What follows belongs to an exercise in optimizing a design on an open flow for small area, a short achievable clock period and few clock cycles per item; a production flow would make more cautious choices.
At most, simulation tests tie the RTL to the original design; equivalence was not proved.

// sensor_activity_gesture_detector
module sensor_activity_gesture_detector (
   input  wire logic              clock,
   input  wire logic              reset,
   input  wire logic              req_valid,
   output logic                   req_ready,
   input  wire logic [31:0]       req_sample_time,
   input  wire logic [15:0]       req_raw_sample,
   output logic                   rsp_valid,
   input  wire logic              rsp_ready,
   output logic [15:0]            rsp_level,
   output logic                   rsp_active,
   output logic [1:0]             rsp_gesture_code,
   output logic [15:0]            rsp_window_min,
   output logic [15:0]            rsp_window_max,
   input  wire logic              csr_psel,
   input  wire logic              csr_penable,
   input  wire logic              csr_pwrite,
   input  wire logic [sagd_pkg::ADDR_W-1:0] csr_paddr,
   input  wire logic [63:0]       csr_pwdata,
   output logic [63:0]            csr_prdata,
   output logic                   csr_pready
);
   logic signed [15:0] raw_low_ff;
   logic signed [15:0] raw_high_ff;
   logic signed [32:0] scale_ff;
   logic [31:0]        thresh_ff;
   logic [15:0]        hold_ff;
   logic               csr_write;
   logic [32:0]        prdata_ff;
   assign csr_write  = csr_psel && csr_penable && csr_pwrite;
   assign csr_pready = 1'b1;
   always_ff @(posedge clock) begin
      if (reset) begin
         raw_low_ff  <= sagd_pkg::RST_RAW_LOW;
         raw_high_ff <= sagd_pkg::RST_RAW_HIGH;
         scale_ff    <= sagd_pkg::RST_SCALE;
         thresh_ff   <= sagd_pkg::RST_THRESHOLD;
         hold_ff     <= sagd_pkg::RST_HOLD_MS;
      end else if (csr_write) begin
         unique case (csr_paddr[5:3])
  ...
For scale: ~840 flip-flops, roughly 240 I/O pins, roughly 64,000 µm² of cells after synthesis.
export LEC_CHECK = 0
export CAP_MARGIN = 30
export CORE_MARGIN = 2
export CORE_UTILIZATION = 40
export SETUP_SLACK_MARGIN = 5
export SLEW_MARGIN = 20
export SYNTH_HIERARCHICAL = 1
create_clock -name core_clock -period 10.0 [get_ports {clock}]
run.sh (not shown) runs the stock make flow with config.mk's settings and CLKGATE_MAP_FILE= SYNTH_SCRIPT=/design/flow/synth_recipe.tcl, a recipe that flattens the netlist after the stock synthesis.
Testbench counts at the start, summed over its fixed seeds: cycles 10,192, items 9,600.
==> next run, changes <==
--- a/flow/design.v
+++ b/flow/design.v
@@ -1113,13 +1113,12 @@
    logic signed [15:0] raw_low_ff;
    logic signed [15:0] raw_high_ff;
    logic signed [32:0] scale_ff;
    logic [31:0]        thresh_ff;
    logic [15:0]        hold_ff;
    logic               csr_write;
-   logic [32:0]        prdata_ff;
    assign csr_write  = csr_psel && csr_penable && csr_pwrite;
    assign csr_pready = 1'b1;
    always_ff @(posedge clock) begin
       if (reset) begin
          raw_low_ff  <= sagd_pkg::RST_RAW_LOW;
          raw_high_ff <= sagd_pkg::RST_RAW_HIGH;
@@ -1134,23 +1133,22 @@
             sagd_pkg::REG_THRESHOLD: thresh_ff   <= csr_pwdata[31:0];
             sagd_pkg::REG_HOLD_MS:   hold_ff     <= csr_pwdata[15:0];
             default: ;
          endcase
       end
    end
-   always_ff @(posedge clock) begin
+   always_comb begin
       unique case (csr_paddr[5:3])
-         sagd_pkg::REG_RAW_LOW:   prdata_ff <= {17'd0, raw_low_ff};
-         sagd_pkg::REG_RAW_HIGH:  prdata_ff <= {17'd0, raw_high_ff};
-         sagd_pkg::REG_SCALE:     prdata_ff <= scale_ff;
-         sagd_pkg::REG_THRESHOLD: prdata_ff <= {1'b0, thresh_ff};
-         sagd_pkg::REG_HOLD_MS:   prdata_ff <= {17'd0, hold_ff};
-         default:                 prdata_ff <= 33'd0;
+         sagd_pkg::REG_RAW_LOW:   csr_prdata = {48'd0, raw_low_ff};
+         sagd_pkg::REG_RAW_HIGH:  csr_prdata = {48'd0, raw_high_ff};
+         sagd_pkg::REG_SCALE:     csr_prdata = {31'd0, scale_ff};
+         sagd_pkg::REG_THRESHOLD: csr_prdata = {32'd0, thresh_ff};
+         sagd_pkg::REG_HOLD_MS:   csr_prdata = {48'd0, hold_ff};
+         default:                 csr_prdata = 64'd0;
       endcase
    end
-   assign csr_prdata = {31'd0, prdata_ff};
    logic        ordered;
    logic [15:0] span;
    logic        zero_ff;
    logic [32:0] h_ff;
    assign ordered = raw_low_ff < raw_high_ff;
    assign span    = ordered ? 16'(raw_high_ff - raw_low_ff) : 16'(raw_low_ff - raw_high_ff);
@@ -1159,61 +1157,46 @@
       h_ff    <= ordered ? scale_ff : (33'd0 - scale_ff);
    end
    logic        advance;
    logic        free0;
    logic        v0_ff, v1_ff, v2_ff;
    logic        rsp_valid_ff;
-   logic        skid_v_ff;
-   logic [15:0] skid_raw_ff;
-   logic [31:0] skid_now_ff;
    logic        accept;
    logic        commit;
    assign advance   = !rsp_valid_ff || rsp_ready;
    assign free0     = advance || !v0_ff;
-   assign req_ready = !skid_v_ff;
-   assign accept    = req_valid && !skid_v_ff;
+   assign req_ready = free0;
+   assign accept    = req_valid && free0;
    assign commit    = v2_ff && advance;
    always_ff @(posedge clock) begin
       if (reset) begin
-         skid_v_ff    <= 1'b0;
          v0_ff        <= 1'b0;
          v1_ff        <= 1'b0;
          v2_ff        <= 1'b0;
          rsp_valid_ff <= 1'b0;
       end else begin
-         if (free0) begin
-            skid_v_ff <= 1'b0;
-            v0_ff     <= skid_v_ff || accept;
-         end else if (accept) begin
-            skid_v_ff <= 1'b1;
-         end
+         if (free0) v0_ff <= req_valid;
          if (advance) begin
             v1_ff <= v0_ff;
             v2_ff <= v1_ff;
          end
          if (commit) begin
             rsp_valid_ff <= 1'b1;
          end else if (rsp_ready) begin
             rsp_valid_ff <= 1'b0;
          end
       end
    end
-   always_ff @(posedge clock) begin
-      if (!skid_v_ff) begin
-         skid_raw_ff <= req_raw_sample;
-         skid_now_ff <= req_sample_time;
-      end
-   end
    logic [15:0] raw_in;
    logic [31:0] now_in;
    logic [15:0] mag;
    logic [8:0]  one, two, neg;
    logic [8:0]  one0_ff, two0_ff, neg0_ff;
    logic [31:0] now0_ff;
-   assign raw_in = skid_v_ff ? skid_raw_ff : req_raw_sample;
-   assign now_in = skid_v_ff ? skid_now_ff : req_sample_time;
+   assign raw_in = req_raw_sample;
+   assign now_in = req_sample_time;
    sagd_clamp u_clamp (
       .raw_sample (raw_in),
       .raw_low    (raw_low_ff),
       .raw_high   (raw_high_ff),
       .ordered    (ordered),
       .span       (span),
Outcome:
- The new run finished with capacitance limit, slew limit left
- fmax shrinks by 2.3%
- final cell count barely changes
- area after synthesis decreases by 3.4%
- utilization rose by 1.0 points
- register-to-register slack gets worse by 0.13 ns
- setup slack got worse by 0.13 ns
- design area came out lower by about 1%
- clock skew drops by 0.038 ns
- via count is higher by 0.50%
For the second run of this note, only the layout was checked, not whether the RTL still works.

-- static timing again, ports no longer ideal --
The flow's constraints put no driver on any port. The routed layouts listed below were extracted and timed again, unchanged, in two steps.
Step 1 (the two cells are an assumption about what drives the block):
set clk [get_ports {clock}]
set_driving_cell -lib_cell sky130_fd_sc_hd__clkbuf_16 $clk
set_driving_cell -lib_cell sky130_fd_sc_hd__buf_2 [delete_from_list [all_inputs] $clk]
Step 2 moves the port delays by t, midway between the first and last clock arrival at a register: inputs arrive t later, outputs are due t later. That takes back most of the time a late clock gives input paths.
a / b / c = ideal ports / drivers / drivers and shift; a / b = the first two.
| run | shift t [ns] | setup slack, ns | cell pins on the clock port's net |
|---|---|---|---|
| the first run | 0.791 | 4.388 / 4.388 / 4.294 | 1 |
| the second run | 0.774 | 4.256 / 4.256 / 4.256 | 1 |
The setup slack of the first run, which loses most, moves by 0.000 ns with the drivers and by -0.094 ns with both steps.
